Background: an optimization exercise with open tools, aiming at a short achievable clock period and few clock cycles. Do not read the settings as production practice.
Only simulation tests tie the RTL to the original design; equivalence was not proved.
Power and IR drop assume default switching activity.

==> flow/design.v <==
`timescale 1ns/1ps
`default_nettype none
package cpu_pkg;
    typedef enum logic [3:0] {
        OP_ADD  = 4'b0000,
        OP_SUB  = 4'b0001,
        OP_AND  = 4'b0010,
        OP_OR   = 4'b0011,
        OP_XOR  = 4'b0100,
        OP_NOT  = 4'b0101,
        OP_SLA  = 4'b0110,
        OP_SRA  = 4'b0111,
        OP_LI   = 4'b1000,
        OP_LW   = 4'b1001,
        OP_SW   = 4'b1010,
        OP_BIZ  = 4'b1011,
        OP_BNZ  = 4'b1100,
        OP_HALT = 4'b1101,   
        OP_JMP  = 4'b1110,
        OP_RSVD = 4'b1111    
    } opcode_t;
endpackage
`default_nettype wire
`timescale 1ns/1ps
`default_nettype none
module cpu_control #(
    parameter int PF_AHEAD = 24      
) (
    input  logic                   clk,
    input  logic                   rst,
    input  logic                   mem_req_ready,
    input  logic [16-1:0] mem_rdata,
    output logic [8-1:0] mem_addr,
    output logic [16-1:0] mem_wdata,
    output logic                   mem_we,
    output logic                   mem_req_valid,
    output logic                   halted,
    output logic                   rf_we,
    output logic [3:0]             rf_waddr,
    output logic [16-1:0] rf_wdata,
    output logic                   rf_wzero,
    output logic [3:0]             rf_ra1,
    output logic [3:0]             rf_ra2,
    output logic [3:0]             rf_ra3,
    input  logic [16-1:0] rf_rd1,
    input  logic [16-1:0] rf_rd2,
    input  logic [16-1:0] rf_rd3,
    input  logic [16-1:0] rf_zflags,
    output logic [3:0]             alu_op,
    output logic [7:0]             alu_imm,
    output logic [16-1:0] alu_a,
    output logic [16-1:0] alu_b,
    input  logic [16-1:0] alu_res,
    input  logic                   alu_zero,
    output logic                   ic_fill,
    output logic [8-1:0] ic_fill_addr,
    output logic                   ic_swap,
    output logic [8-1:0] ic_swap_addr,
    output logic [8-1:0] ic_swap_nxt,
    output logic [8-1:0] ic_swap_alt,
    output logic                   ic_swap_pred,
    output logic [8-1:0] ic_a_addr,
    input  logic                   ic_a_hit,
    input  logic [16-1:0] ic_a_word,
    input  logic [8-1:0] ic_a_nxt,
    input  logic [8-1:0] ic_a_alt,
    input  logic                   ic_a_pred,
    output logic [8-1:0] ic_b_addr,
    input  logic                   ic_b_hit,
    input  logic [16-1:0] ic_b_word,
    input  logic [8-1:0] ic_b_nxt,
    input  logic [8-1:0] ic_b_alt,
    input  logic                   ic_b_pred,
    output logic [8-1:0] ic_d_addr,
    input  logic                   ic_d_hit,
    input  logic [16-1:0] ic_d_word,
    input  logic [8-1:0] ic_d_nxt,
    input  logic [8-1:0] ic_d_alt,
    input  logic                   ic_d_pred,
    output logic [8-1:0] ic_c_addr,
    input  logic                   ic_c_hit,
    output logic                   dc_wr_en,
    output logic [8-1:0] dc_wr_addr,
    output logic [16-1:0] dc_wr_data,
    output logic [8-1:0] dc_rd_addr,
    input  logic                   dc_hit,
    input  logic [16-1:0] dc_rd_data
);
    logic                   req_valid;
    logic [8-1:0] req_addr;
    logic                   req_we;
    logic                   req_ld;
    logic [16-1:0] sdata;       
    logic [8-1:0] pc;          
    logic [8-1:0] pc1;         
    logic                   ir_valid;    
    logic [16-1:0] ir_word;
    logic [8-1:0] ir_nxt;      
    logic [8-1:0] ir_alt;      
    logic                   ir_pred;     
    logic                   ir_mem;      
    logic                   ld_wait;     
    logic                   halt_r;
    logic [8-1:0] fpc;         
    logic [3:0]             ex_op;
    logic [3:0]             ex_d;        
    logic [7:0]             ex_imm;
    logic                   ex_valid;
    logic [16-1:0] opa;
    logic [16-1:0] opb;
    logic                   port_free;   
    logic                   req_fetch;
    logic                   fill;
    logic                   load_done;
    logic [8-1:0] m_tgt;
    logic [8-1:0] m_tgt1;
    logic                   m_pred;
    logic                   e_pred;
    logic [8-1:0] e_nxt;
    logic [8-1:0] e_alt;
    logic [8-1:0] e_nxt1;
    logic [8-1:0] e_alt1;
    logic [3:0]             w_op;
    logic [3:0]             w_d;
    logic                   avail;
    logic                   needs_port;
    logic                   issue;
    logic                   issue_a;
    logic                   issue_b;
    logic                   wb_valid;
    logic [16-1:0] wb_data;
    logic                   wb_zero;
    logic [8-1:0] wb_addr;
    logic                   fw;
    logic [16-1:0] fw_data;
    logic                   fw_zero;
    logic [1:0]             mq_cnt;
    logic                   mq0_ld;
    logic [8-1:0] mq0_addr;
    logic [16-1:0] mq0_data;
    logic                   mq1_ld;
    logic [8-1:0] mq1_addr;
    logic [16-1:0] mq1_data;
    logic                   enq;         
    logic                   mo_avail;    
    logic                   mo_ld;
    logic [8-1:0] mo_addr;
    logic [16-1:0] mo_data;
    logic                   byp_nxt;
    logic                   byp_alt;
    logic                   is_sw;
    logic                   is_ld;
    logic                   is_halt;
    logic                   is_cond;
    logic                   d_zero;
    logic [8-1:0] pc2;
    logic [8-1:0] nxt1;
    logic [8-1:0] alt1;
    logic                   byp_a;       
    logic                   byp_b;       
    logic                   byp_d;       
    logic [16-1:0] st_data;
    logic                   ld_miss;
    logic [8-1:0] pf_dist;
    logic                   pf_in;       
    logic                   pf_out;      
    logic [1:0]             taken;
    logic [1:0]             pred_ok;
    logic [8-1:0] n_pc   [2];
    logic [8-1:0] n_pc1  [2];
    logic [1:0]             n_hit;
    logic [1:0]             n_byp;
    logic [1:0]             f_valid;     
    logic [8-1:0] f_addr [2];
    logic [1:0]             f_we;
    logic [1:0]             f_ld;
    logic [8-1:0] f_fpc  [2];
    logic [8-1:0] b_fpc;       
    assign mem_req_valid = req_valid;
    assign mem_addr      = req_addr;
    assign mem_we        = req_we;
    assign mem_wdata     = sdata;
    assign halted        = halt_r;
    assign port_free = !req_valid | mem_req_ready;
    assign req_fetch = req_valid & !req_we & !req_ld;
    assign fill      = req_fetch & mem_req_ready;
    assign load_done = req_valid & req_ld & mem_req_ready;
    assign ic_fill      = fill;
    assign ic_fill_addr = req_addr;
    assign w_op    = ir_word[15:12];
    assign w_d     = ir_word[11:8];
    assign is_sw   = (w_op == cpu_pkg::OP_SW);
    assign is_ld   = (w_op == cpu_pkg::OP_LW);
    assign is_halt = (w_op == cpu_pkg::OP_HALT);
    assign is_cond = (w_op == cpu_pkg::OP_BIZ) || (w_op == cpu_pkg::OP_BNZ);
    assign avail      = ir_valid & !ld_wait & !halt_r;
    assign needs_port = (is_ld & !dc_hit) | is_sw | is_halt;
    assign issue_a    = avail & !(is_sw | is_ld | is_halt);
    assign issue_b    = avail & (is_sw | is_ld) & (mq_cnt != 2'd2) & !(is_sw & wb_valid);
    assign issue      = issue_a | issue_b;
    assign ld_miss    = is_ld & !dc_hit;
    assign d_zero = (fw && ex_d == w_d) ? fw_zero : rf_zflags[w_d];
    assign taken[1]   = (w_op == cpu_pkg::OP_BIZ) || (w_op == cpu_pkg::OP_JMP);
    assign taken[0]   = (w_op == cpu_pkg::OP_BNZ) || (w_op == cpu_pkg::OP_JMP);
    assign pc2        = pc1 + 1'b1;
    assign nxt1       = ir_nxt + 1'b1;
    assign alt1       = ir_alt + 1'b1;
    assign m_tgt  = pc1 + ir_word[7:0];
    assign m_tgt1 = pc2 + ir_word[7:0];
    assign m_pred = (w_op == cpu_pkg::OP_JMP) || (w_op == cpu_pkg::OP_BNZ) ||
                    (w_op == cpu_pkg::OP_BIZ && ir_word[7]);
    assign e_pred = ir_mem ? m_pred : ir_pred;
    assign e_nxt  = !ir_mem ? ir_nxt : m_pred ? m_tgt  : pc1;
    assign e_alt  = !ir_mem ? ir_alt : m_pred ? pc1    : m_tgt;
    assign e_nxt1 = !ir_mem ? nxt1   : m_pred ? m_tgt1 : pc2;
    assign e_alt1 = !ir_mem ? alt1   : m_pred ? pc2    : m_tgt1;
    assign pred_ok[1] = (taken[1] == e_pred);
    assign pred_ok[0] = (taken[0] == e_pred);
    assign ic_a_addr = ir_nxt;
    assign ic_b_addr = ir_alt;
    assign ic_d_addr = pc;
    assign ic_c_addr = fpc;
    assign byp_d     = req_fetch && req_addr == pc;
    assign byp_nxt = !ir_mem ? (req_addr == ir_nxt) : (!m_pred && req_addr == pc1);
    assign byp_alt = !ir_mem ? (req_addr == ir_alt) : ( m_pred && req_addr == pc1);
    always_comb begin
        for (int z = 0; z < 2; z++) begin
            n_pc[z]  = pred_ok[z] ? e_nxt  : e_alt;
            n_pc1[z] = pred_ok[z] ? e_nxt1 : e_alt1;
            n_hit[z] = !ir_mem && (pred_ok[z] ? ic_a_hit : ic_b_hit);
            n_byp[z] = req_fetch && (pred_ok[z] ? byp_nxt : byp_alt);
        end
    end
    assign ic_swap      = issue & is_cond & ic_d_hit & !(d_zero ? pred_ok[1] : pred_ok[0]);
    assign ic_swap_addr = pc;
    assign ic_swap_nxt  = e_alt;
    assign ic_swap_alt  = e_nxt;
    assign ic_swap_pred = !e_pred;
    assign alu_op   = ex_op;
    assign alu_imm  = ex_imm;
    assign alu_a    = opa;
    assign alu_b    = opb;
    assign rf_waddr = ex_d;
    assign rf_we    = ex_valid | wb_valid;
    assign rf_wdata = ex_valid ? alu_res : wb_data;
    assign rf_wzero = ex_valid ? alu_zero : wb_zero;
    assign fw       = ex_valid | wb_valid;
    assign fw_data  = ex_valid ? alu_res : wb_data;
    assign fw_zero  = ex_valid ? alu_zero : wb_zero;
    always_ff @(posedge clk or negedge rst) begin
        if (!rst) begin
            wb_valid <= 1'b0;
        end else begin
            wb_valid <= load_done;
        end
    end
    always_ff @(posedge clk) begin
        if (load_done) begin
            wb_data <= mem_rdata;
            wb_zero <= (mem_rdata == '0);
            wb_addr <= req_addr;
        end
    end
    assign rf_ra1  = ir_word[7:4];
    assign rf_ra2  = ir_word[3:0];
    assign rf_ra3  = w_d;
    assign st_data = (fw && ex_d == w_d) ? fw_data : rf_rd3;
    assign dc_rd_addr = ir_word[7:0];
    assign dc_wr_en   = wb_valid | (issue & is_sw);
    assign dc_wr_addr = wb_valid ? wb_addr : ir_word[7:0];
    assign dc_wr_data = wb_valid ? wb_data : st_data;
    assign pf_dist = fpc - pc;
    assign pf_in   = (pf_dist != '0) && (pf_dist <= PF_AHEAD);
    assign pf_out  = (pf_dist == '0) || pf_dist[8-1];
    always_comb begin
        for (int z = 0; z < 2; z++) begin
            f_valid[z] = 1'b0;
            f_addr[z]  = req_addr;
            f_we[z]    = 1'b0;
            f_ld[z]    = 1'b0;
            f_fpc[z]   = fpc;
            if (halt_r) begin
                f_valid[z] = 1'b0;
            end else if (avail && is_halt) begin
                f_valid[z] = 1'b0;
            end else if (issue && !n_hit[z] && !n_byp[z] &&
                         !(ir_mem && taken[z] && ir_word[7])) begin
                f_valid[z] = 1'b1;
                f_addr[z]  = n_pc[z];
                f_fpc[z]   = n_pc1[z];
            end else if (!ir_valid && !byp_d) begin
                f_valid[z] = !ic_d_hit;
                f_addr[z]  = pc;
                f_fpc[z]   = ic_d_hit ? fpc : pc1;
            end else if (pf_in && !ic_c_hit) begin
                f_valid[z] = 1'b1;
                f_addr[z]  = fpc;
                f_fpc[z]   = fpc + 1'b1;
            end else if (pf_in) begin
                f_fpc[z]   = fpc + 1'b1;
            end else if (pf_out) begin
                f_fpc[z]   = pc1;
            end
        end
    end
    assign enq      = issue & (is_sw | ld_miss);
    assign mo_avail = (mq_cnt != 2'd0) | enq;
    assign mo_ld    = (mq_cnt != 2'd0) ? mq0_ld   : ld_miss;
    assign mo_addr  = (mq_cnt != 2'd0) ? mq0_addr : ir_word[7:0];
    assign mo_data  = (mq_cnt != 2'd0) ? mq0_data : st_data;
    always_ff @(posedge clk or negedge rst) begin
        if (!rst) begin
            mq_cnt <= 2'd0;
        end else begin
            case (mq_cnt)
                2'd0:    if (enq && !port_free) mq_cnt <= 2'd1;
                2'd1:    if (port_free) mq_cnt <= enq ? 2'd1 : 2'd0;
                         else if (enq)  mq_cnt <= 2'd2;
                default: if (port_free) mq_cnt <= 2'd1;
            endcase
        end
    end
    always_ff @(posedge clk) begin
        if (port_free && mq_cnt != 2'd0) begin
            if (mq_cnt == 2'd2) begin
                mq0_ld   <= mq1_ld;
                mq0_addr <= mq1_addr;
                mq0_data <= mq1_data;
            end else begin
                mq0_ld   <= ld_miss;
                mq0_addr <= ir_word[7:0];
                mq0_data <= st_data;
            end
        end else if (!port_free && mq_cnt == 2'd0) begin
            mq0_ld   <= ld_miss;
            mq0_addr <= ir_word[7:0];
            mq0_data <= st_data;
        end
        if (!port_free && mq_cnt == 2'd1) begin
            mq1_ld   <= ld_miss;
            mq1_addr <= ir_word[7:0];
            mq1_data <= st_data;
        end
    end
    always_comb begin
        if (pf_in && ic_c_hit)
            b_fpc = fpc + 1'b1;
        else if (pf_out)
            b_fpc = pc1;
        else
            b_fpc = fpc;
    end
    always_ff @(posedge clk or negedge rst) begin
        if (!rst) begin
            req_valid <= 1'b1;
            req_addr  <= '0;
            req_we    <= 1'b0;
            req_ld    <= 1'b0;
            pc        <= '0;
            pc1       <= 8'd1;
            fpc       <= 8'd1;
            ir_valid  <= 1'b0;
            ld_wait   <= 1'b0;
            ex_valid  <= 1'b0;
            halt_r    <= 1'b0;
        end else begin
            if (port_free && mo_avail && !halt_r) begin
                req_valid <= 1'b1;
                req_addr  <= mo_addr;
                req_we    <= !mo_ld;
                req_ld    <= mo_ld;
                fpc       <= b_fpc;
            end else if (port_free) begin
                req_valid <= d_zero ? f_valid[1] : f_valid[0];
                req_addr  <= d_zero ? f_addr[1]  : f_addr[0];
                req_we    <= d_zero ? f_we[1]    : f_we[0];
                req_ld    <= d_zero ? f_ld[1]    : f_ld[0];
                fpc       <= d_zero ? f_fpc[1]   : f_fpc[0];
            end else begin
                fpc       <= b_fpc;
            end
            if (issue) begin
                pc       <= d_zero ? n_pc[1]  : n_pc[0];
                pc1      <= d_zero ? n_pc1[1] : n_pc1[0];
                ir_valid <= d_zero ? (n_hit[1] | (fill & n_byp[1]))
                                   : (n_hit[0] | (fill & n_byp[0]));
            end else if (!ir_valid) begin
                ir_valid <= ic_d_hit | (fill & byp_d);
            end
            ld_wait  <= (issue & ld_miss) | (ld_wait & !load_done);
            ex_valid <= issue & (!w_op[3] | (w_op == cpu_pkg::OP_LI) | (is_ld & dc_hit));
            halt_r   <= halt_r | (avail & is_halt & (mq_cnt == 2'd0) & port_free);
        end
    end
    logic [1:0] take_a;      
    logic [1:0] take_b;
    logic       sel_a;
    logic       sel_b;
    assign take_a[1] = !ir_mem & pred_ok[1] & ic_a_hit;
    assign take_a[0] = !ir_mem & pred_ok[0] & ic_a_hit;
    assign take_b[1] = !ir_mem & !pred_ok[1] & ic_b_hit;
    assign take_b[0] = !ir_mem & !pred_ok[0] & ic_b_hit;
    assign sel_a     = d_zero ? take_a[1] : take_a[0];
    assign sel_b     = d_zero ? take_b[1] : take_b[0];
    always_ff @(posedge clk) begin
        if (issue) begin
            ir_word <= (sel_a | sel_b) ? (sel_a ? ic_a_word : ic_b_word) : mem_rdata;
            ir_nxt  <= sel_a ? ic_a_nxt  : ic_b_nxt;
            ir_alt  <= sel_a ? ic_a_alt  : ic_b_alt;
            ir_pred <= sel_a ? ic_a_pred : ic_b_pred;
            ir_mem  <= !(sel_a | sel_b);
        end else if (!ir_valid) begin
            ir_word <= ic_d_hit ? ic_d_word : mem_rdata;
            ir_nxt  <= ic_d_nxt;
            ir_alt  <= ic_d_alt;
            ir_pred <= ic_d_pred;
            ir_mem  <= !ic_d_hit;
        end
    end
    always_ff @(posedge clk) begin
        ex_op  <= w_op;
        ex_imm <= ir_word[7:0];
        opa    <= (fw && ex_d == ir_word[7:4]) ? fw_data : rf_rd1;
        if (is_ld)
            opb <= dc_rd_data;
        else
            opb <= (fw && ex_d == ir_word[3:0]) ? fw_data : rf_rd2;
    end
    always_ff @(posedge clk) begin
        if (issue) ex_d <= w_d;
        if (port_free) sdata <= mo_data;
    end
endmodule
`default_nettype wire
`timescale 1ns/1ps
`default_nettype none
module cpu_fetch_unit #(
    parameter int IDX_W = 5
) (
    input  logic                   clk,
    input  logic                   rst,
    input  logic                   fill,
    input  logic [8-1:0] fill_addr,
    input  logic [16-1:0] fill_data,
    input  logic                   swap,
    input  logic [8-1:0] swap_addr,
    input  logic [8-1:0] swap_nxt,
    input  logic [8-1:0] swap_alt,
    input  logic                   swap_pred,
    input  logic [8-1:0] a_addr,
    output logic                   a_hit,
    output logic [16-1:0] a_word,
    output logic [8-1:0] a_nxt,
    output logic [8-1:0] a_alt,
    output logic                   a_pred,
    input  logic [8-1:0] b_addr,
    output logic                   b_hit,
    output logic [16-1:0] b_word,
    output logic [8-1:0] b_nxt,
    output logic [8-1:0] b_alt,
    output logic                   b_pred,
    input  logic [8-1:0] d_addr,
    output logic                   d_hit,
    output logic [16-1:0] d_word,
    output logic [8-1:0] d_nxt,
    output logic [8-1:0] d_alt,
    output logic                   d_pred,
    input  logic [8-1:0] c_addr,
    output logic                   c_hit
);
    localparam int N     = 1 << IDX_W;
    localparam int TAG_W = 8 - IDX_W;
    logic [16-1:0] words [N];
    logic [TAG_W-1:0]       tags  [N];
    logic [8-1:0] nxts  [N];
    logic [8-1:0] alts  [N];
    logic [N-1:0]           preds;
    logic [N-1:0]           valid;
    logic                   fr_valid;
    logic [8-1:0] fr_addr;
    logic [16-1:0] fr_word;
    logic [3:0]             fr_op;
    logic [8-1:0] fr_seq;
    logic [8-1:0] fr_target;
    logic                   fr_pred;
    logic [8-1:0] fr_nxt;
    logic [8-1:0] fr_alt;
    logic                   sw_valid;
    logic [8-1:0] sw_addr;
    logic [8-1:0] sw_nxt;
    logic [8-1:0] sw_alt;
    logic                   sw_pred;
    logic [IDX_W-1:0]       fi;
    logic [IDX_W-1:0]       si;
    logic [IDX_W-1:0]       ai;
    logic [IDX_W-1:0]       bi;
    logic [IDX_W-1:0]       di;
    logic [IDX_W-1:0]       ci;
    always_ff @(posedge clk or negedge rst) begin
        if (!rst) begin
            fr_valid <= 1'b0;
            sw_valid <= 1'b0;
        end else begin
            fr_valid <= fill;
            sw_valid <= swap && !(fr_valid && fr_addr[IDX_W-1:0] == swap_addr[IDX_W-1:0]);
        end
    end
    always_ff @(posedge clk) begin
        if (swap) begin
            sw_addr <= swap_addr;
            sw_nxt  <= swap_nxt;
            sw_alt  <= swap_alt;
            sw_pred <= swap_pred;
        end
    end
    always_ff @(posedge clk) begin
        if (fill) begin
            fr_addr <= fill_addr;
            fr_word <= fill_data;
        end
    end
    assign fr_op     = fr_word[15:12];
    assign fr_seq    = fr_addr + 1'b1;
    assign fr_target = fr_seq + fr_word[7:0];
    assign fr_pred   = (fr_op == cpu_pkg::OP_JMP) || (fr_op == cpu_pkg::OP_BNZ) ||
                       (fr_op == cpu_pkg::OP_BIZ && fr_word[7]);
    assign fr_nxt    = fr_pred ? fr_target : fr_seq;
    assign fr_alt    = fr_pred ? fr_seq : fr_target;
    assign fi = fr_addr[IDX_W-1:0];
    assign si = sw_addr[IDX_W-1:0];
    assign ai = a_addr[IDX_W-1:0];
    assign bi = b_addr[IDX_W-1:0];
    assign di = d_addr[IDX_W-1:0];
    assign ci = c_addr[IDX_W-1:0];
    always_ff @(posedge clk or negedge rst) begin
        if (!rst) begin
            valid <= '0;
        end else if (fr_valid) begin
            valid[fi] <= 1'b1;
        end
    end
    always_ff @(posedge clk) begin
        if (fr_valid) begin
            words[fi] <= fr_word;
            tags[fi]  <= fr_addr[8-1:IDX_W];
        end
        if (fr_valid) begin
            nxts[fi]  <= fr_nxt;
            alts[fi]  <= fr_alt;
            preds[fi] <= fr_pred;
        end
        if (sw_valid && !(fr_valid && fi == si)) begin
            nxts[si]  <= sw_nxt;
            alts[si]  <= sw_alt;
            preds[si] <= sw_pred;
        end
    end
    logic a_fr, b_fr, d_fr, c_fr;
    assign a_fr = fr_valid && fr_addr == a_addr;
    assign b_fr = fr_valid && fr_addr == b_addr;
    assign d_fr = fr_valid && fr_addr == d_addr;
    assign c_fr = fr_valid && fr_addr == c_addr;
    assign a_hit  = a_fr || (valid[ai] && tags[ai] == a_addr[8-1:IDX_W]);
    assign a_word = a_fr ? fr_word : words[ai];
    assign a_nxt  = a_fr ? fr_nxt  : nxts[ai];
    assign a_alt  = a_fr ? fr_alt  : alts[ai];
    assign a_pred = a_fr ? fr_pred : preds[ai];
    assign b_hit  = b_fr || (valid[bi] && tags[bi] == b_addr[8-1:IDX_W]);
    assign b_word = b_fr ? fr_word : words[bi];
    assign b_nxt  = b_fr ? fr_nxt  : nxts[bi];
    assign b_alt  = b_fr ? fr_alt  : alts[bi];
    assign b_pred = b_fr ? fr_pred : preds[bi];
    assign d_hit  = d_fr || (valid[di] && tags[di] == d_addr[8-1:IDX_W]);
    assign d_word = d_fr ? fr_word : words[di];
    assign d_nxt  = d_fr ? fr_nxt  : nxts[di];
    assign d_alt  = d_fr ? fr_alt  : alts[di];
    assign d_pred = d_fr ? fr_pred : preds[di];
    assign c_hit  = c_fr || (valid[ci] && tags[ci] == c_addr[8-1:IDX_W]);
endmodule
`default_nettype wire
`timescale 1ns/1ps
`default_nettype none
module cpu_regfile (
    input  logic                   clk,
    input  logic                   rst,
    input  logic                   we,
    input  logic [3:0]             waddr,
    input  logic [16-1:0] wdata,
    input  logic                   wzero,     
    input  logic [3:0]             ra1,
    input  logic [3:0]             ra2,
    input  logic [3:0]             ra3,
    output logic [16-1:0] rd1,
    output logic [16-1:0] rd2,
    output logic [16-1:0] rd3,
    output logic [16-1:0] zflags
);
    logic [16-1:0] regs [16];
    always_ff @(posedge clk or negedge rst) begin
        if (!rst) begin
            for (int i = 0; i < 16; i++) begin
                regs[i]   <= '0;
                zflags[i] <= 1'b1;
            end
        end else if (we) begin
            regs[waddr]   <= wdata;
            zflags[waddr] <= wzero;
        end
    end
    assign rd1 = regs[ra1];
    assign rd2 = regs[ra2];
    assign rd3 = regs[ra3];
endmodule
`default_nettype wire
`timescale 1ns/1ps
`default_nettype none
module cpu_execute (
    input  logic [3:0]             op,
    input  logic [7:0]             imm,
    input  logic [16-1:0] a,
    input  logic [16-1:0] b,
    output logic [16-1:0] res,
    output logic                   zero
);
    logic z_add, z_eq, z_and, z_or, z_not, z_sla, z_sra, z_li, z_b;
    assign z_add = ((a ^ b) == {a[16-2:0] | b[16-2:0], 1'b0});
    assign z_eq  = (a == b);             
    assign z_and = ((a & b) == '0);
    assign z_or  = (a == '0) && (b == '0);
    assign z_not = (a == '1);
    assign z_sla = (a[16-2:0] == '0);
    assign z_sra = (a[16-1:1] == '0);
    assign z_li  = (imm == '0);
    assign z_b   = (b == '0);            
    always_comb begin
        case (op)
            cpu_pkg::OP_ADD: res = a + b;
            cpu_pkg::OP_SUB: res = a - b;
            cpu_pkg::OP_AND: res = a & b;
            cpu_pkg::OP_OR:  res = a | b;
            cpu_pkg::OP_XOR: res = a ^ b;
            cpu_pkg::OP_NOT: res = ~a;
            cpu_pkg::OP_SLA: res = {a[16-2:0], 1'b0};
            cpu_pkg::OP_SRA: res = {a[16-1], a[16-1:1]};
            cpu_pkg::OP_LW:  res = b;
            default:         res = {{(16-8){imm[7]}}, imm};    
        endcase
    end
    assign zero = (op == cpu_pkg::OP_ADD                          && z_add) ||
                  ((op == cpu_pkg::OP_SUB || op == cpu_pkg::OP_XOR) && z_eq)  ||
                  (op == cpu_pkg::OP_AND                          && z_and) ||
                  (op == cpu_pkg::OP_OR                           && z_or)  ||
                  (op == cpu_pkg::OP_NOT                          && z_not) ||
                  (op == cpu_pkg::OP_SLA                          && z_sla) ||
                  (op == cpu_pkg::OP_SRA                          && z_sra) ||
                  (op == cpu_pkg::OP_LW                           && z_b)   ||
                  (op[3] && op != cpu_pkg::OP_LW                  && z_li);
endmodule
`default_nettype wire
`timescale 1ns/1ps
`default_nettype none
module cpu_dcache #(
    parameter int IDX_W = 4
) (
    input  logic                   clk,
    input  logic                   rst,
    input  logic                   wr_en,
    input  logic [8-1:0] wr_addr,
    input  logic [16-1:0] wr_data,
    input  logic [8-1:0] rd_addr,
    output logic                   hit,
    output logic [16-1:0] rd_data
);
    localparam int N     = 1 << IDX_W;
    localparam int TAG_W = 8 - IDX_W;
    logic [16-1:0] words [N];
    logic [TAG_W-1:0]       tags  [N];
    logic [N-1:0]           valid;
    logic                   dw_valid;
    logic [8-1:0] dw_addr;
    logic [16-1:0] dw_data;
    logic                   dw_hit;
    always_ff @(posedge clk or negedge rst) begin
        if (!rst) begin
            dw_valid <= 1'b0;
            valid    <= '0;
        end else begin
            dw_valid <= wr_en;
            if (dw_valid) valid[dw_addr[IDX_W-1:0]] <= 1'b1;
        end
    end
    always_ff @(posedge clk) begin
        if (wr_en) begin
            dw_addr <= wr_addr;
            dw_data <= wr_data;
        end
        if (dw_valid) begin
            words[dw_addr[IDX_W-1:0]] <= dw_data;
            tags[dw_addr[IDX_W-1:0]]  <= dw_addr[8-1:IDX_W];
        end
    end
    assign dw_hit  = dw_valid && dw_addr == rd_addr;
    assign hit     = dw_hit ||
                     (valid[rd_addr[IDX_W-1:0]] && tags[rd_addr[IDX_W-1:0]] == rd_addr[8-1:IDX_W]);
    assign rd_data = dw_hit ? dw_data : words[rd_addr[IDX_W-1:0]];
endmodule
`default_nettype wire
`timescale 1ns/1ps
`default_nettype none
module cpu_top (
    input  logic                   clk,
    input  logic                   rst,
    output logic [8-1:0] mem_addr,
    output logic [16-1:0] mem_wdata,
    output logic                   mem_we,
    output logic                   mem_req_valid,
    input  logic                   mem_req_ready,
    input  logic [16-1:0] mem_rdata,      
    output logic                   halted
);
    logic                     rf_we;
    logic [3:0]               rf_waddr;
    logic [16-1:0]   rf_wdata;
    logic                     rf_wzero;
    logic [3:0]               rf_ra1;
    logic [3:0]               rf_ra2;
    logic [3:0]               rf_ra3;
    logic [16-1:0]   rf_rd1;
    logic [16-1:0]   rf_rd2;
    logic [16-1:0]   rf_rd3;
    logic [16-1:0] rf_zflags;
    logic [3:0]               alu_op;
    logic [7:0]               alu_imm;
    logic [16-1:0]   alu_a;
    logic [16-1:0]   alu_b;
    logic [16-1:0]   alu_res;
    logic                     alu_zero;
    logic                     ic_fill;
    logic [8-1:0]   ic_fill_addr;
    logic                     ic_swap;
    logic [8-1:0]   ic_swap_addr;
    logic [8-1:0]   ic_swap_nxt;
    logic [8-1:0]   ic_swap_alt;
    logic                     ic_swap_pred;
    logic [8-1:0]   ic_a_addr;
    logic                     ic_a_hit;
    logic [16-1:0]   ic_a_word;
    logic [8-1:0]   ic_a_nxt;
    logic [8-1:0]   ic_a_alt;
    logic                     ic_a_pred;
    logic [8-1:0]   ic_b_addr;
    logic                     ic_b_hit;
    logic [16-1:0]   ic_b_word;
    logic [8-1:0]   ic_b_nxt;
    logic [8-1:0]   ic_b_alt;
    logic                     ic_b_pred;
    logic [8-1:0]   ic_d_addr;
    logic                     ic_d_hit;
    logic [16-1:0]   ic_d_word;
    logic [8-1:0]   ic_d_nxt;
    logic [8-1:0]   ic_d_alt;
    logic                     ic_d_pred;
    logic [8-1:0]   ic_c_addr;
    logic                     ic_c_hit;
    logic                     dc_wr_en;
    logic [8-1:0]   dc_wr_addr;
    logic [16-1:0]   dc_wr_data;
    logic [8-1:0]   dc_rd_addr;
    logic                     dc_hit;
    logic [16-1:0]   dc_rd_data;
    cpu_control control_inst (
        .clk           (clk),
        .rst           (rst),
        .mem_req_ready (mem_req_ready),
        .mem_rdata     (mem_rdata),
        .mem_addr      (mem_addr),
        .mem_wdata     (mem_wdata),
        .mem_we        (mem_we),
        .mem_req_valid (mem_req_valid),
        .halted        (halted),
        .rf_we         (rf_we),
        .rf_waddr      (rf_waddr),
        .rf_wdata      (rf_wdata),
        .rf_wzero      (rf_wzero),
        .rf_ra1        (rf_ra1),
        .rf_ra2        (rf_ra2),
        .rf_ra3        (rf_ra3),
        .rf_rd1        (rf_rd1),
        .rf_rd2        (rf_rd2),
        .rf_rd3        (rf_rd3),
        .rf_zflags     (rf_zflags),
        .alu_op        (alu_op),
        .alu_imm       (alu_imm),
        .alu_a         (alu_a),
        .alu_b         (alu_b),
        .alu_res       (alu_res),
        .alu_zero      (alu_zero),
        .ic_fill       (ic_fill),
        .ic_fill_addr  (ic_fill_addr),
        .ic_swap       (ic_swap),
        .ic_swap_addr  (ic_swap_addr),
        .ic_swap_nxt   (ic_swap_nxt),
        .ic_swap_alt   (ic_swap_alt),
        .ic_swap_pred  (ic_swap_pred),
        .ic_a_addr     (ic_a_addr),
        .ic_a_hit      (ic_a_hit),
        .ic_a_word     (ic_a_word),
        .ic_a_nxt      (ic_a_nxt),
        .ic_a_alt      (ic_a_alt),
        .ic_a_pred     (ic_a_pred),
        .ic_b_addr     (ic_b_addr),
        .ic_b_hit      (ic_b_hit),
        .ic_b_word     (ic_b_word),
        .ic_b_nxt      (ic_b_nxt),
        .ic_b_alt      (ic_b_alt),
        .ic_b_pred     (ic_b_pred),
        .ic_d_addr     (ic_d_addr),
        .ic_d_hit      (ic_d_hit),
        .ic_d_word     (ic_d_word),
        .ic_d_nxt      (ic_d_nxt),
        .ic_d_alt      (ic_d_alt),
        .ic_d_pred     (ic_d_pred),
        .ic_c_addr     (ic_c_addr),
        .ic_c_hit      (ic_c_hit),
        .dc_wr_en      (dc_wr_en),
        .dc_wr_addr    (dc_wr_addr),
        .dc_wr_data    (dc_wr_data),
        .dc_rd_addr    (dc_rd_addr),
        .dc_hit        (dc_hit),
        .dc_rd_data    (dc_rd_data)
    );
    cpu_dcache dcache_inst (
        .clk     (clk),
        .rst     (rst),
        .wr_en   (dc_wr_en),
        .wr_addr (dc_wr_addr),
        .wr_data (dc_wr_data),
        .rd_addr (dc_rd_addr),
        .hit     (dc_hit),
        .rd_data (dc_rd_data)
    );
    cpu_regfile regfile_inst (
        .clk    (clk),
        .rst    (rst),
        .we     (rf_we),
        .waddr  (rf_waddr),
        .wdata  (rf_wdata),
        .wzero  (rf_wzero),
        .ra1    (rf_ra1),
        .ra2    (rf_ra2),
        .ra3    (rf_ra3),
        .rd1    (rf_rd1),
        .rd2    (rf_rd2),
        .rd3    (rf_rd3),
        .zflags (rf_zflags)
    );
    cpu_execute execute_inst (
        .op   (alu_op),
        .imm  (alu_imm),
        .a    (alu_a),
        .b    (alu_b),
        .res  (alu_res),
        .zero (alu_zero)
    );
    cpu_fetch_unit fetch_inst (
        .clk         (clk),
        .rst         (rst),
        .fill        (ic_fill),
        .fill_addr   (ic_fill_addr),
        .fill_data   (mem_rdata),
        .swap        (ic_swap),
        .swap_addr   (ic_swap_addr),
        .swap_nxt    (ic_swap_nxt),
        .swap_alt    (ic_swap_alt),
        .swap_pred   (ic_swap_pred),
        .a_addr      (ic_a_addr),
        .a_hit       (ic_a_hit),
        .a_word      (ic_a_word),
        .a_nxt       (ic_a_nxt),
        .a_alt       (ic_a_alt),
        .a_pred      (ic_a_pred),
        .b_addr      (ic_b_addr),
        .b_hit       (ic_b_hit),
        .b_word      (ic_b_word),
        .b_nxt       (ic_b_nxt),
        .b_alt       (ic_b_alt),
        .b_pred      (ic_b_pred),
        .d_addr      (ic_d_addr),
        .d_hit       (ic_d_hit),
        .d_word      (ic_d_word),
        .d_nxt       (ic_d_nxt),
        .d_alt       (ic_d_alt),
        .d_pred      (ic_d_pred),
        .c_addr      (ic_c_addr),
        .c_hit       (ic_c_hit)
    );
endmodule
`default_nettype wire
==> flow/flow/run.sh <==
#!/bin/bash
# Standard layout, with timing repair aiming well below the design's period,
# sizing free to change a cell's footprint, and port buffers that can drive
set -euo pipefail
bash standard.sh finish SETUP_SLACK_MARGIN=${MARGIN:-7.5} MATCH_CELL_FOOTPRINT=0 \
    "BUFFER_PORTS_ARGS=-buffer_cell sky130_fd_sc_hd__buf_4" > standard.log 2>&1
==> flow/standard.sh <==
#!/bin/bash
# synth_recipe.tcl (not shown) runs the flow's synth.tcl, then flattens the netlist and writes it again
# the make line also repeats each setting of config.mk as NAME=value (left out here)
make -C /OpenROAD-flow-scripts/flow DESIGN_CONFIG=/design/flow/config.mk WORK_HOME=/design/flow/orfs CLKGATE_MAP_FILE= SYNTH_SCRIPT=/design/flow/synth_recipe.tcl "${@:-finish}"
==> flow/config.mk <==
export PLATFORM = sky130hd
export DESIGN_NAME = cpu_top
export DESIGN_NICKNAME = cpu_top
export VERILOG_FILES = /design/flow/design.v
export SDC_FILE = /design/flow/constraint.sdc
export NUM_CORES = 4
export LEC_CHECK = 0
export ABC_CLOCK_PERIOD_IN_PS = 2500
export CAP_MARGIN = 20
export CORE_MARGIN = 2
export CORE_UTILIZATION = 45
export SETUP_SLACK_MARGIN = 5
export SLEW_MARGIN = 20
export TNS_END_PERCENT = 20
==> flow/constraint.sdc <==
create_clock -name core_clock -period 10.0 [get_ports {clk}]
set_input_delay 2.0000 -clock core_clock [delete_from_list [all_inputs] [get_ports {clk}]]
set_output_delay 2.0000 -clock core_clock [all_outputs]
set_load 0.01 [all_outputs]
==> flow_results.xml, run 1 <==
<?xml version="1.0" encoding="UTF-8"?>
<metrics>
  <group name="outcome">
    <metric name="outcome" unit="">finished clean</metric>
  </group>
  <group name="placement">
    <metric name="gp_congestion" unit="">0.9659</metric>
    <metric name="post-place-cells" unit="">12380</metric>
    <metric name="preCtsSetupSlack" unit="ns">4.120</metric>
    <metric name="portBuffers" unit="">45</metric>
    <metric name="placed_cell_area" unit="sq um">126000</metric>
    <metric name="hpwl" unit="mm">278.5</metric>
  </group>
  <group name="yosys">
    <metric name="mappedNetlistArea" unit="sq um">120100</metric>
    <metric name="synthesis.area_per_instance" unit="sq um">12.90</metric>
    <metric name="netlist_top_cells_area" unit="">edfxtp_1, mux4_2, dfrtp_1</metric>
    <metric name="ys_warn_count" unit="">10</metric>
    <metric name="netlist.area_leader.share" unit="%">40.97</metric>
    <metric name="synthDominantAreaCellType" unit="">edfxtp_1</metric>
    <metric name="syn-instance-count" unit="">9315</metric>
    <metric name="yosysMostFrequentCell" unit="">edfxtp_1</metric>
    <metric name="ys_async_sr_fraction" unit="%">17.43</metric>
    <metric name="number_of_enable_flip_flop_cells_after_synthesis" unit="">1639</metric>
    <metric name="synth.net_count" unit="">9439</metric>
    <metric name="synth_cell_type_count" unit="">93</metric>
    <metric name="synth_sequential_area_ratio" unit="%">50.09</metric>
    <metric name="netlist_top_cells_count" unit="">edfxtp_1, mux4_2, nand2_1</metric>
    <metric name="synth_top_flop_cell" unit="">edfxtp_1</metric>
    <metric name="postSynthRegisterBits" unit="">2094</metric>
  </group>
  <group name="detailed_routing">
    <metric name="route.vias.total" unit="">96570</metric>
    <metric name="detail_route.iter0.violations" unit="">16740</metric>
    <metric name="drc_errors" unit="">0</metric>
    <metric name="first_pass_iters" unit="">14</metric>
    <metric name="postRouteAntennaNets" unit="">0</metric>
    <metric name="route.detailed.vias_per_inst" unit="">7.189</metric>
    <metric name="drt_wl_total" unit="mm">503.0</metric>
    <metric name="drt-wirelength-per-cell" unit="um">37.44</metric>
  </group>
  <group name="critical_path">
    <metric name="criticalPathCategory" unit="">reg2reg</metric>
    <metric name="timing.critical_path.arrival" unit="ns">4.64</metric>
    <metric name="cp_launch_point" unit="">control_inst.opb[11]</metric>
    <metric name="cp.required" unit="ns">10.66</metric>
    <metric name="cp-start-kind" unit="">flip-flop</metric>
    <metric name="timing.critical_path.to_type" unit="">flip-flop</metric>
    <metric name="worst_reg2reg_startpoint" unit="">control_inst.opb[11]</metric>
    <metric name="cp_max_fo" unit="">5</metric>
  </group>
  <group name="worst_hold_path">
    <metric name="hold_start" unit="">dcache_inst.valid[4]</metric>
    <metric name="worst_hold_check_path_type" unit="">reg2reg</metric>
  </group>
  <group name="final_layout">
    <metric name="area_used_by_multi_input_combinational_logic" unit="sq um">62060</metric>
    <metric name="num-nets-final" unit="">9827</metric>
    <metric name="final_cell_area" unit="sq um">146900</metric>
    <metric name="ff_latch_area" unit="sq um">60380</metric>
    <metric name="layout.core_utilization" unit="%">55.37</metric>
    <metric name="synthToLayoutAreaGrowth" unit="%">22.28</metric>
    <metric name="layout.filler_cells" unit="">20950</metric>
    <metric name="final_layout_size_suffix_gt1_share" unit="%">36.04</metric>
    <metric name="final_cells" unit="">13430</metric>
  </group>
  <group name="floorplan">
    <metric name="core.rowCount" unit="">189</metric>
    <metric name="fp.dieArea" unit="sq um">271100</metric>
    <metric name="floorplan.initialDensity" unit="%">45.28</metric>
    <metric name="design.core.area" unit="sq um">265300</metric>
    <metric name="i_o_pin_total" unit="">46</metric>
    <metric name="die_x" unit="um">520.7</metric>
    <metric name="die_height" unit="um">520.7</metric>
  </group>
  <group name="power">
    <metric name="p_sw_share" unit="%">21.82</metric>
    <metric name="power_frac_clock" unit="%">47.9</metric>
    <metric name="share_comb_of_total_power" unit="%">2.6</metric>
    <metric name="internal_power_component" unit="mW">14.67</metric>
    <metric name="reported_leakage_power" unit="nW">51.38</metric>
    <metric name="pwr_density_cell" unit="nW/um^2">127.8</metric>
    <metric name="p_seq_share" unit="%">49.5</metric>
    <metric name="ir_drop" unit="mV">0.1557</metric>
    <metric name="net-switching-power" unit="mW">4.096</metric>
  </group>
  <group name="clocking">
    <metric name="htreeDepth" unit="">4</metric>
    <metric name="clock_tree.root_cell" unit="">clkbuf_16</metric>
    <metric name="cts_buffers" unit="">229</metric>
    <metric name="clock_latency_on_the_worst_skew_pair" unit="ns">0.97</metric>
    <metric name="worst_setup_hold_path_clk_slew" unit="ns">0.06</metric>
    <metric name="cts-root-to-sink-buffers" unit="">4</metric>
    <metric name="tritoncts_clock_tree" unit="">done</metric>
    <metric name="tritoncts_num_sinks" unit="">2094</metric>
    <metric name="cts_hold_buffers" unit="">0</metric>
  </group>
  <group name="sta">
    <metric name="rsz0062_at_grt" unit="">yes</metric>
    <metric name="clock.fmax" unit="GHz">0.2508</metric>
    <metric name="finalCriticalPeriod" unit="ns">3.988</metric>
    <metric name="final-setup-viol-count" unit="">0</metric>
    <metric name="finalCritPeriodShare" unit="%">39.88</metric>
    <metric name="worst_case_headroom_to_the_max_slew_limit" unit="%">14.87</metric>
    <metric name="hold_viol" unit="">0</metric>
    <metric name="skew" unit="ns">0.08784</metric>
    <metric name="report.final.slew_viol_count" unit="">0</metric>
    <metric name="final.setup.worst_slack" unit="ns">6.012</metric>
    <metric name="worst_pin_slew" unit="ns">1.267</metric>
    <metric name="finalSetupTns" unit="ns">0</metric>
  </group>
  <group name="global_routing">
    <metric name="grt_overflow_total" unit="">0</metric>
    <metric name="grt_antenna_before_repair" unit="">21</metric>
    <metric name="grt_start_max_net_pins" unit="">154</metric>
    <metric name="grt_pass1_wl" unit="mm">681.7</metric>
    <metric name="global_route.usage.total" unit="%">35.10</metric>
    <metric name="vias_in_the_first_global_route" unit="">90980</metric>
  </group>
  <group name="flow_run">
    <metric name="drv_cap" unit="">0</metric>
  </group>
</metrics>
[layer usage]
layer | up-vias | wire length (um) | global-route usage (%)
li1 | 37600 | - | -
met5 | - | 245 | 0.3335
met4 | 12 | 40000 | 19.12
met2 | 8717 | 213600 | 51.43
met3 | 2283 | 75710 | 11.34
met1 | 47960 | 173400 | 46.37
[what timing repair did]
item	in CTS	in global routing
setup endpoints to repair	2408	2465
cloned	64	53
resized for setup	830	645
pin swaps	172	148
buffers inserted	327	179
[final cells by class]
cell class,instances,share of cell area (%)
Timing Repair inverter,3,0.01278
Clock inverter,139,1.164
Tap cell,3533,3.009
Clock buffer,282,4.132
Timing Repair Buffer,979,7.923
Antenna cell,8,0.01363
Inverter,132,0.3986
Multi-Input combinational cell,6264,42.25
Sequential cell,2094,41.10
[power groups by stage]
stage / Clock, mW / Combinational (mW) / Sequential, mW
5_1_grt: 9.35 / 0.511 / 9.28
3_5_place_dp: 0 / 0.337 / 9.47
2_1_floorplan: 0 / 0.230 / 9.47
6_report: 9.00 / 0.488 / 9.28
3_3_place_gp: 0 / 0.335 / 9.47
4_1_cts: 9.01 / 0.421 / 9.28
[worst paths after layout]
check	to	slack, ns	cells past startpoint
setup / recovery	control_inst.ir_alt[4]	6.01	15
hold / removal	dcache_inst.valid[4]	0.46	1
setup reg to reg	control_inst.ir_alt[4]	6.01	15
hold reg to reg	dcache_inst.valid[4]	0.46	1
max in group asynchronous	control_inst.pc[0]	7.39	2
min in group asynchronous	regfile_inst.regs[4][3]	1.03	1
[worst max-delay path: stages (launching register included)]
cell and delay [ns]:
dfxtp_2 0.35, nor4_1 0.53, nand4_1 0.29, o41ai_1 0.53, a21oi_1 0.08, o211ai_1 0.11
buf_4 0.18, a31oi_4 0.17, mux2i_4 0.30, nor3_4 0.17, buf_6 0.15, buf_12 0.13
mux2i_4 0.35, buf_6 0.15, a221o_1 0.16, o21ai_1 0.08
[through the flow]
stage          total power, mW  hold slack [ns]
2_1_floorplan            9.698           0.3462
3_3_place_gp             9.803           0.4352
3_5_place_dp             9.805           0.4447
4_1_cts                  18.72           0.4563
5_1_grt                  19.14           0.4691
6_report                 18.77           0.4555
[registers in the layout, summed over array words and instances (netlist names), 32 cells and up, named ones only]
signal,cells
fetch_inst.preds,32
fetch_inst.valid,32
dcache_inst.words,256
regfile_inst.regs,256
dcache_inst.tags,64
fetch_inst.alts,256
fetch_inst.words,512
fetch_inst.tags,96
fetch_inst.nxts,256
[kinds of logic (layout without fill, tap and decap cells)]
| kind of cell | Yosys count | in the layout | share of synthesized area, % |
|---|---|---|---|
| AOI/OAI and AO/OA | 2109 | 2114 | 10.81 |
| and+or+nand+nor | 2298 | 2316 | 8.310 |
| muxes | 1532 | 1533 | 25.05 |
| DFF | 2094 | 2094 | 50.09 |
| xor gates and xnor gates | 196 | 196 | 1.429 |
| adders and majority gates | 105 | 105 | 1.131 |
| other | 0 | 8 | 0 |
| buffers and inverters | 981 | 1535 | 3.187 |
[cell usage in the layout (no fill, tap or decap), types with 35 or more instances in the layout]
cell | Yosys | routed
buf_6 | 1 | 155
xnor2_1 | 106 | 91
o211ai_1 | 53 | 53
xor2_1 | 90 | 77
nor2_1 | 740 | 671
inv_1 | 125 | 93
clkbuf_1 | 622 | 39
a22oi_1 | 276 | 273
a21oi_1 | 605 | 419
nand2_8 | 0 | 37
o22ai_1 | 55 | 46
nand4_1 | 84 | 84
dfxtp_1 | 90 | 44
clkinv_1 | 2 | 37
edfxtp_1 | 1639 | 1639
nand2b_1 | 68 | 58
mux2_2 | 85 | 66
o21ai_2 | 1 | 115
mux2i_1 | 276 | 250
dfxtp_4 | 0 | 36
ha_1 | 99 | 62
buf_12 | 0 | 143
clkinv_2 | 1 | 45
o21ai_0 | 654 | 432
a221oi_1 | 98 | 90
buf_8 | 0 | 41
nor3_1 | 105 | 52
buf_4 | 10 | 547
nand2_2 | 0 | 38
o21ai_1 | 16 | 91
nor2_4 | 0 | 46
nand3_1 | 130 | 109
a21oi_2 | 0 | 152
bufinv_16 | 0 | 35
dfrtp_1 | 346 | 328
clkbuf_16 | 0 | 299
mux4_2 | 1171 | 1171
a21o_1 | 38 | 35
nand2_1 | 948 | 874
a22o_1 | 91 | 90
Testbench counts, summed over its fixed seeds: cycles 34,617.
==> run 2, diff against run 1 <==
--- a/flow/design.v
+++ b/flow/design.v
@@ -99,6 +99,7 @@
     logic [8-1:0] ir_alt;      
     logic                   ir_pred;     
     logic                   ir_mem;      
+    logic [3:0]             ir_d_st;     
     logic                   ld_wait;     
     logic                   halt_r;
     logic [8-1:0] fpc;         
@@ -263,8 +264,8 @@
     end
     assign rf_ra1  = ir_word[7:4];
     assign rf_ra2  = ir_word[3:0];
-    assign rf_ra3  = w_d;
-    assign st_data = (fw && ex_d == w_d) ? fw_data : rf_rd3;
+    assign rf_ra3  = ir_d_st;
+    assign st_data = (fw && ex_d == ir_d_st) ? fw_data : rf_rd3;
     assign dc_rd_addr = ir_word[7:0];
     assign dc_wr_en   = wb_valid | (issue & is_sw);
     assign dc_wr_addr = wb_valid ? wb_addr : ir_word[7:0];
@@ -402,8 +403,14 @@
     assign take_b[0] = !ir_mem & !pred_ok[0] & ic_b_hit;
     assign sel_a     = d_zero ? take_a[1] : take_a[0];
     assign sel_b     = d_zero ? take_b[1] : take_b[0];
-    always_ff @(posedge clk) begin
-        if (issue) begin
+    always_ff @(posedge clk or negedge rst) begin
+        if (!rst) begin
+            ir_word <= '0;
+            ir_nxt  <= '0;
+            ir_alt  <= '0;
+            ir_pred <= 1'b0;
+            ir_mem  <= 1'b0;
+        end else if (issue) begin
             ir_word <= (sel_a | sel_b) ? (sel_a ? ic_a_word : ic_b_word) : mem_rdata;
             ir_nxt  <= sel_a ? ic_a_nxt  : ic_b_nxt;
             ir_alt  <= sel_a ? ic_a_alt  : ic_b_alt;
@@ -418,6 +425,12 @@
         end
     end
     always_ff @(posedge clk) begin
+        if (issue)
+            ir_d_st <= (sel_a | sel_b) ? (sel_a ? ic_a_word[11:8] : ic_b_word[11:8]) : mem_rdata[11:8];
+        else if (!ir_valid)
+            ir_d_st <= ic_d_hit ? ic_d_word[11:8] : mem_rdata[11:8];
+    end
+    always_ff @(posedge clk) begin
         ex_op  <= w_op;
         ex_imm <= ir_word[7:0];
         opa    <= (fw && ex_d == ir_word[7:4]) ? fw_data : rf_rd1;
@@ -426,9 +439,14 @@
         else
             opb <= (fw && ex_d == ir_word[3:0]) ? fw_data : rf_rd2;
     end
-    always_ff @(posedge clk) begin
-        if (issue) ex_d <= w_d;
-        if (port_free) sdata <= mo_data;
+    always_ff @(posedge clk or negedge rst) begin
+        if (!rst) begin
+            ex_d  <= '0;
+            sdata <= '0;
+        end else begin
+            if (issue) ex_d <= w_d;
+            if (port_free) sdata <= mo_data;
+        end
     end
 endmodule
 `default_nettype wire
==> run 2 against run 1 <==
Synthesized cell count fell by 3.1%. Still clean on timing, DRC and antenna. Clock power up 1%. Die area shrank 0.56%. Fmax down 4.0%. Clock-buffer cell count is 5 higher. Hold slack got worse by 0.00059 ns. Wire length increased by 2.0%. Critical path depth shrank 4. Synthesized area down 0.57%. Register-to-register slack got worse by 0.16 ns.
==> flow_results.xml, run 2 <==
<?xml version="1.0" encoding="UTF-8"?>
<metrics>
  <group name="global_routing">
    <metric name="grt_start_max_net_pins" unit="">106</metric>
    <metric name="grt_overflow_total" unit="">0</metric>
    <metric name="vias_in_the_first_global_route" unit="">91870</metric>
    <metric name="grt_antenna_before_repair" unit="">21</metric>
    <metric name="global_route.usage.total" unit="%">35.92</metric>
    <metric name="grt_pass1_wl" unit="mm">692.6</metric>
  </group>
  <group name="final_layout">
    <metric name="final_layout_size_suffix_gt1_share" unit="%">40.54</metric>
    <metric name="mostFrequentLayoutCell" unit="">edfxtp_1</metric>
    <metric name="area_used_by_multi_input_combinational_logic" unit="sq um">62090</metric>
    <metric name="synthToLayoutAreaGrowth" unit="%">25.67</metric>
    <metric name="mostFrequentLayoutCells" unit="">edfxtp_1, mux4_2, nand2_1, nor2_1, buf_4</metric>
    <metric name="num-nets-final" unit="">9763</metric>
    <metric name="ff_latch_area" unit="sq um">59970</metric>
    <metric name="layout.filler_cells" unit="">20450</metric>
    <metric name="largest_register_ff_count" unit="">512</metric>
    <metric name="largest_register_by_flop_count" unit="">fetch_inst.words</metric>
  </group>
  <group name="clocking">
    <metric name="clock_latency_on_the_worst_skew_pair" unit="ns">1.00</metric>
    <metric name="cts_hold_buffers" unit="">0</metric>
    <metric name="tritoncts_clock_tree" unit="">done</metric>
    <metric name="cts-root-to-sink-buffers" unit="">4</metric>
    <metric name="worst_setup_hold_path_clk_slew" unit="ns">0.06</metric>
    <metric name="clock_tree.root_cell" unit="">clkbuf_16</metric>
    <metric name="cts_buffers" unit="">232</metric>
    <metric name="tritoncts_num_sinks" unit="">2084</metric>
    <metric name="htreeDepth" unit="">4</metric>
  </group>
  <group name="yosys">
    <metric name="syn-instance-count" unit="">9027</metric>
    <metric name="yosysMostFrequentCell" unit="">edfxtp_1</metric>
    <metric name="mappedNetlistArea" unit="sq um">119500</metric>
    <metric name="ys_async_sr_fraction" unit="%">20.11</metric>
    <metric name="netlist_top_cells_area" unit="">edfxtp_1, mux4_2, dfrtp_1</metric>
    <metric name="synthesis.area_per_instance" unit="sq um">13.23</metric>
    <metric name="netlist_top_cells_count" unit="">edfxtp_1, mux4_2, nor2_1</metric>
    <metric name="synth_sequential_area_ratio" unit="%">50.01</metric>
    <metric name="synth_cell_type_count" unit="">113</metric>
    <metric name="postSynthRegisterBits" unit="">2084</metric>
    <metric name="ys_warn_count" unit="">10</metric>
    <metric name="netlist.area_leader.share" unit="%">39.94</metric>
    <metric name="synthDominantAreaCellType" unit="">edfxtp_1</metric>
    <metric name="number_of_enable_flip_flop_cells_after_synthesis" unit="">1589</metric>
    <metric name="synth_top_flop_cell" unit="">edfxtp_1</metric>
    <metric name="synth.net_count" unit="">9151</metric>
  </group>
  <group name="floorplan">
    <metric name="floorplan.initialDensity" unit="%">45.14</metric>
    <metric name="die_x" unit="um">519.2</metric>
    <metric name="design.core.area" unit="sq um">264600</metric>
    <metric name="fp.dieArea" unit="sq um">269600</metric>
    <metric name="core.rowCount" unit="">189</metric>
    <metric name="i_o_pin_total" unit="">46</metric>
    <metric name="die_height" unit="um">519.2</metric>
  </group>
  <group name="detailed_routing">
    <metric name="drt-wirelength-per-cell" unit="um">38.30</metric>
    <metric name="detail_route.iter0.violations" unit="">17060</metric>
    <metric name="postRouteAntennaNets" unit="">0</metric>
    <metric name="route.detailed.vias_per_inst" unit="">7.263</metric>
    <metric name="drt_wl_total" unit="mm">513.0</metric>
    <metric name="first_pass_iters" unit="">10</metric>
    <metric name="route.vias.total" unit="">97270</metric>
    <metric name="drc_errors" unit="">0</metric>
  </group>
  <group name="placement">
    <metric name="portBuffers" unit="">45</metric>
    <metric name="preCtsSetupSlack" unit="ns">4.348</metric>
    <metric name="gp_congestion" unit="">0.9748</metric>
    <metric name="hpwl" unit="mm">277.0</metric>
  </group>
  <group name="critical_path">
    <metric name="timing.reg2reg.worst_path_depth" unit="">11</metric>
    <metric name="cp_launch_point" unit="">control_inst.ir_nxt[1]</metric>
    <metric name="cp_max_fo" unit="">56</metric>
    <metric name="cp-start-kind" unit="">flip-flop</metric>
    <metric name="worst_reg2reg_startpoint" unit="">control_inst.ir_nxt[1]</metric>
    <metric name="criticalPathCategory" unit="">reg2reg</metric>
    <metric name="timing.critical_path.to_type" unit="">flip-flop</metric>
    <metric name="cp.required" unit="ns">10.83</metric>
    <metric name="timing.critical_path.arrival" unit="ns">4.98</metric>
  </group>
  <group name="flow_run">
    <metric name="drv_cap" unit="">0</metric>
  </group>
  <group name="worst_hold_path">
    <metric name="hold-path-cell-count" unit="">1</metric>
    <metric name="worst_hold_check_path_type" unit="">reg2reg</metric>
    <metric name="hold_start" unit="">dcache_inst.valid[10]</metric>
  </group>
  <group name="sta">
    <metric name="hold_viol" unit="">0</metric>
    <metric name="clock.fmax" unit="GHz">0.2408</metric>
    <metric name="finalSetupTns" unit="ns">0</metric>
    <metric name="finalCritPeriodShare" unit="%">41.52</metric>
    <metric name="rsz0062_at_grt" unit="">yes</metric>
    <metric name="skew" unit="ns">0.1137</metric>
    <metric name="worst_pin_slew" unit="ns">1.167</metric>
    <metric name="final-setup-viol-count" unit="">0</metric>
    <metric name="report.final.slew_viol_count" unit="">0</metric>
    <metric name="worst_case_headroom_to_the_max_slew_limit" unit="%">21.89</metric>
    <metric name="finalCriticalPeriod" unit="ns">4.152</metric>
    <metric name="final.setup.worst_slack" unit="ns">5.848</metric>
  </group>
  <group name="outcome">
    <metric name="outcome" unit="">finished clean</metric>
  </group>
  <group name="power">
    <metric name="reported_leakage_power" unit="nW">51.87</metric>
    <metric name="ir_drop" unit="mV">0.2472</metric>
    <metric name="pwr_density_cell" unit="nW/um^2">252.0</metric>
  </group>
</metrics>
==> run 2: metrics by stage <==
| stage | util, % | hold WS (ns) | cells | power [mW] | area [sq um] |
|---|---|---|---|---|---|
| 4_1_cts | 54.23 | 0.4556 | 13040 | 35.85 | 143500 |
| 3_3_place_gp | 47.27 | 0.4357 | 12090 | 23.36 | 125100 |
| 3_5_place_dp | 47.31 | 0.4414 | 12100 | 23.54 | 125200 |
| 6_report | 56.73 | 0.4549 | 13390 | 37.84 | 150100 |
| 2_1_floorplan | - | 0.3454 | 9027 | 19.67 | 121500 |
| 5_1_grt | 56.71 | 0.4703 | 13380 | 38.48 | 150100 |
==> run 2: logic make-up after synthesis <==
family	after synthesis	synth area share, %
buffers and inverters	997	3.338
AOI/OAI and AO/OA	2137	11.17
adders and majority gates	105	1.137
xor gates and xnor gates	188	1.385
muxes	1484	25.39
and+or+nand+nor	2032	7.562
DFF	2084	50.01
==> run 2: worst paths after layout <==
path | endpoint | slack [ns]
setup / recovery | control_inst.ir_word[8] | 5.85
hold / removal | dcache_inst.valid[10] | 0.45
setup reg to reg | control_inst.ir_word[8] | 5.85
hold reg to reg | dcache_inst.valid[10] | 0.45
max in group asynchronous | regfile_inst.regs[0][7] | 7.40
min in group asynchronous | regfile_inst.regs[15][8] | 1.03
==> run 2: final cells by class <==
type                       count  area share [%]
antenna                       23         0.03834
clock inverter               145           1.149
tap                         3533           2.945
timing repair buffer        1214           9.967
clock buffer                 287           4.148
multi-input combinational   5957           41.36
timing repair inverter         2         0.01084
inverter                     148          0.4376
sequential                  2084           39.94
==> run 2: repair_timing <==
| item | 4_1_cts | 5_1_grt |
|---|---|---|
| setup buffers | 414 | 282 |
| endpoints found under the setup margin | 2491 | 2557 |
| pin swaps | 217 | 182 |
| cloned | 92 | 44 |
| resized for setup | 1077 | 686 |
==> run 2: critical path, stage by stage (launching register included) <==
cell      delay (ns)
dfrtp_4         0.61
buf_12          0.15
buf_12          0.27
buf_12          0.33
buf_16          0.33
mux4_2          0.37
mux4_2          0.49
mux2i_2         0.31
nor3_1          0.14
a221oi_4        0.35
o21ai_1         0.12
mux2_2          0.28
==> run 2: power breakdown <==
| part | switching, mW | internal (mW) |
|---|---|---|
| logic | 9.63 | 7.82 |
| clock network | 3.80 | 5.32 |
| registers | 0.745 | 10.5 |
| total | 14.2 | 23.7 |
==> run 2: routing by layer <==
metal / track usage, % / wire [um] / vias to the layer above / part of all wire (%)
met4: 22.54 / 42770 / 20 / 8.3
li1: - / - / 37260 / -
met1: 46.50 / 174100 / 48740 / 34
met3: 11.14 / 76020 / 2476 / 15
met2: 52.67 / 219700 / 8781 / 43
met5: 0.1422 / 413 / - / 0.081
Testbench counts of run 2, summed over its fixed seeds: cycles 34,617.
==> run 3, diff against run 2 <==
--- a/flow/design.v
+++ b/flow/design.v
@@ -198,7 +198,8 @@
     assign needs_port = (is_ld & !dc_hit) | is_sw | is_halt;
     assign issue_a    = avail & !(is_sw | is_ld | is_halt);
     assign issue_b    = avail & (is_sw | is_ld) & (mq_cnt != 2'd2) & !(is_sw & wb_valid);
-    assign issue      = issue_a | issue_b;
+    assign issue      = issue_a | issue_b |
+                        (avail & is_halt & (mq_cnt == 2'd0) & !req_valid);
     assign ld_miss    = is_ld & !dc_hit;
     assign d_zero = (fw && ex_d == w_d) ? fw_zero : rf_zflags[w_d];
     assign taken[1]   = (w_op == cpu_pkg::OP_BIZ) || (w_op == cpu_pkg::OP_JMP);
@@ -390,7 +391,7 @@
             end
             ld_wait  <= (issue & ld_miss) | (ld_wait & !load_done);
             ex_valid <= issue & (!w_op[3] | (w_op == cpu_pkg::OP_LI) | (is_ld & dc_hit));
-            halt_r   <= halt_r | (avail & is_halt & (mq_cnt == 2'd0) & port_free);
+            halt_r   <= halt_r | (issue & is_halt);
         end
     end
     logic [1:0] take_a;      
==> run 3 against run 2 <==
Still clean. Sequential cell count did not move. Clock skew decreased by 0.019 ns. Critical path depth is 4 higher. Critical path type unchanged. Highest routed layer unchanged.
==> flow_results.xml, run 3 <==
<?xml version="1.0" encoding="UTF-8"?>
<metrics>
  <group name="final_layout">
    <metric name="num-nets-final" unit="">9726</metric>
    <metric name="synthToLayoutAreaGrowth" unit="%">22.25</metric>
    <metric name="final_layout_size_suffix_gt1_share" unit="%">36.64</metric>
    <metric name="layout.filler_cells" unit="">21290</metric>
    <metric name="mostFrequentLayoutCells" unit="">edfxtp_1, mux4_2, nand2_1, nor2_1, buf_4</metric>
    <metric name="layout.core_utilization" unit="%">55.33</metric>
    <metric name="largest_register_ff_count" unit="">512</metric>
    <metric name="largest_register_by_flop_count" unit="">fetch_inst.words</metric>
  </group>
  <group name="sta">
    <metric name="finalCritPeriodShare" unit="%">39.93</metric>
    <metric name="hold_viol" unit="">0</metric>
    <metric name="clock.fmax" unit="GHz">0.2504</metric>
    <metric name="whs" unit="ns">0.4577</metric>
    <metric name="final-setup-viol-count" unit="">0</metric>
    <metric name="rsz0062_at_grt" unit="">yes</metric>
    <metric name="worst_pin_slew" unit="ns">1.172</metric>
    <metric name="finalCriticalPeriod" unit="ns">3.993</metric>
    <metric name="skew" unit="ns">0.09451</metric>
    <metric name="report.final.slew_viol_count" unit="">0</metric>
  </group>
  <group name="yosys">
    <metric name="ys_warn_count" unit="">10</metric>
    <metric name="synth_cell_type_count" unit="">103</metric>
    <metric name="netlist.area_leader.share" unit="%">39.73</metric>
    <metric name="synth_top_flop_cell" unit="">edfxtp_1</metric>
    <metric name="synthDominantAreaCellType" unit="">edfxtp_1</metric>
    <metric name="synth_sequential_area_ratio" unit="%">49.75</metric>
    <metric name="mappedNetlistArea" unit="sq um">120100</metric>
    <metric name="netlist_top_cells_area" unit="">edfxtp_1, mux4_2, dfrtp_1</metric>
  </group>
  <group name="detailed_routing">
    <metric name="drt_wl_total" unit="mm">503.6</metric>
    <metric name="drc_errors" unit="">0</metric>
    <metric name="route.vias.total" unit="">94720</metric>
    <metric name="route.detailed.vias_per_inst" unit="">7.098</metric>
    <metric name="detail_route.iter0.violations" unit="">14920</metric>
    <metric name="drt-wirelength-per-cell" unit="um">37.74</metric>
    <metric name="postRouteAntennaNets" unit="">0</metric>
  </group>
  <group name="clocking">
    <metric name="cts_hold_buffers" unit="">0</metric>
    <metric name="tritoncts_clock_tree" unit="">done</metric>
    <metric name="cts-root-to-sink-buffers" unit="">4</metric>
    <metric name="tritoncts_num_sinks" unit="">2084</metric>
    <metric name="cts_buffers" unit="">232</metric>
    <metric name="worst_setup_hold_path_clk_slew" unit="ns">0.07</metric>
  </group>
  <group name="power">
    <metric name="net-switching-power" unit="mW">20.93</metric>
    <metric name="share_comb_of_total_power" unit="%">56.2</metric>
    <metric name="total_power" unit="mW">48.95</metric>
    <metric name="pwr_density_cell" unit="nW/um^2">333.4</metric>
    <metric name="p_sw_share" unit="%">42.76</metric>
    <metric name="internal_power_component" unit="mW">28.02</metric>
    <metric name="reported_leakage_power" unit="nW">50.68</metric>
  </group>
  <group name="placement">
    <metric name="portBuffers" unit="">45</metric>
    <metric name="hpwl" unit="mm">286.3</metric>
    <metric name="gp_congestion" unit="">0.9580</metric>
  </group>
  <group name="flow_run">
    <metric name="drv_cap" unit="">0</metric>
  </group>
  <group name="critical_path">
    <metric name="timing.critical_path.to_type" unit="">flip-flop</metric>
    <metric name="timing.critical_path.arrival" unit="ns">4.81</metric>
    <metric name="path_cells" unit="">buf_12 &gt; clkbuf_16 &gt; buf_12 &gt; buf_4 &gt; mux4_2 &gt; mux4_2 &gt; o21ai_1 &gt; or4_4 &gt; nand3b_1 &gt; buf_4 &gt; buf_6 &gt; mux2i_1 &gt; nand2_1 &gt; o211ai_1 &gt; a221oi_1</metric>
    <metric name="reg2reg_setup_slack" unit="ns">6.01</metric>
    <metric name="cp_max_fo" unit="">6</metric>
    <metric name="timing.critical_path.max_delay_family" unit="">multiplexers</metric>
    <metric name="cp-start-kind" unit="">flip-flop</metric>
    <metric name="criticalPathCategory" unit="">reg2reg</metric>
    <metric name="cp_slowest_cell" unit="">dfstp_2</metric>
  </group>
  <group name="worst_hold_path">
    <metric name="worst_hold_check_path_type" unit="">reg2reg</metric>
  </group>
  <group name="outcome">
    <metric name="outcome" unit="">finished clean</metric>
  </group>
  <group name="floorplan">
    <metric name="die_height" unit="um">520.6</metric>
    <metric name="die_x" unit="um">520.6</metric>
    <metric name="core.rowCount" unit="">189</metric>
    <metric name="design.core.area" unit="sq um">265300</metric>
    <metric name="i_o_pin_total" unit="">46</metric>
  </group>
  <group name="global_routing">
    <metric name="grt_antenna_before_repair" unit="">16</metric>
    <metric name="grt_overflow_total" unit="">0</metric>
    <metric name="grt_start_max_net_pins" unit="">165</metric>
    <metric name="grt_pass1_wl" unit="mm">679.8</metric>
    <metric name="vias_in_the_first_global_route" unit="">90110</metric>
  </group>
</metrics>
run 3: changes by cell type after synthesis, sizes merged, moves of 28 or more:
cell / previous run / this run
nand2: 693 / 814
nand3: 157 / 101
nor2: 733 / 772
o22ai: 98 / 70
mux2i: 152 / 252
mux4: 1226 / 1198
mux2: 106 / 76
run 3: final timing paths:
check,to,cells past startpoint,start
hold / removal,dcache_inst.valid[2],1,dcache_inst.valid[2]
setup / recovery,control_inst.req_addr[4],15,control_inst.fpc[0]
min in group asynchronous,control_inst.sdata[10],1,rst
setup reg to reg,control_inst.req_addr[4],15,control_inst.fpc[0]
hold reg to reg,dcache_inst.valid[2],1,dcache_inst.valid[2]
max in group asynchronous,control_inst.ir_valid,2,rst
run 3: metrics by stage:
step           cell area (sq um)  instances  setup slack, ns
2_1_floorplan             122700       9207            6.224
3_3_place_gp              126300      12260            3.991
3_5_place_dp              126400      12260            4.073
4_1_cts                   141600      13070            6.096
5_1_grt                   146800      13340            5.902
6_report                  146800      13340            6.007
run 3: worst reg2reg max path: stages, from the launching register on:
cell,delay (ns)
dfstp_2,0.60
buf_12,0.14
clkbuf_16,0.15
buf_12,0.11
buf_4,0.12
mux4_2,0.49
mux4_2,0.54
o21ai_1,0.41
or4_4,0.24
nand3b_1,0.16
buf_4,0.20
buf_6,0.11
mux2i_1,0.12
nand2_1,0.08
o211ai_1,0.09
a221oi_1,0.28
run 3: area by class of cell:
cell class                      count  area (sq um)  area share [%]
Sequential cell                  2084         59910           40.81
Tap cell                         3533          4420           3.011
Clock inverter                    138          1440          0.9810
Clock buffer                      292          6217           4.235
Timing Repair inverter              1         7.507        0.005114
Multi-Input combinational cell   6146         62030           42.26
Inverter                          137         633.1          0.4313
Antenna cell                       12         30.03         0.02046
Timing Repair Buffer             1000         12110           8.250
run 3: kinds of logic (layout without fill, tap and decap cells):
family | Yosys count | after routing | share of synthesized area (%)
muxes | 1526 | 1526 | 25.28
xor gates and xnor gates | 187 | 187 | 1.370
DFF | 2084 | 2084 | 49.75
other | 0 | 12 | 0
and+or+nand+nor | 2163 | 2168 | 7.901
buffers and inverters | 988 | 1568 | 3.255
AOI/OAI and AO/OA | 2154 | 2160 | 11.30
adders and majority gates | 105 | 105 | 1.132
run 3: power groups by stage:
stage | Sequential, mW | Clock, mW | Combinational [mW]
2_1_floorplan | 12.0 | 0 | 15.8
3_3_place_gp | 13.2 | 0 | 21.3
3_5_place_dp | 13.3 | 0 | 21.6
4_1_cts | 12.6 | 8.83 | 25.5
5_1_grt | 12.7 | 9.16 | 28.2
6_report | 12.7 | 8.79 | 27.5
run 3: routing by layer:
metal / part of all wire (%) / global-route usage (%) / vias up
li1: - / - / 37380
met1: 35 / 45.78 / 47790
met2: 44 / 52.85 / 7495
met3: 13 / 9.237 / 2034
met4: 8.2 / 20.66 / 8
met5: 0.0085 / 0 / -
run 3: repair_timing:
item	CTS	global route
gates resized for setup	799	547
buffers inserted	319	200
pin swaps	168	86
cloned	59	52
hold endpoints to repair	0	0
setup endpoints to repair	2274	2328
Testbench counts of run 3, summed over its fixed seeds: cycles 34,772.
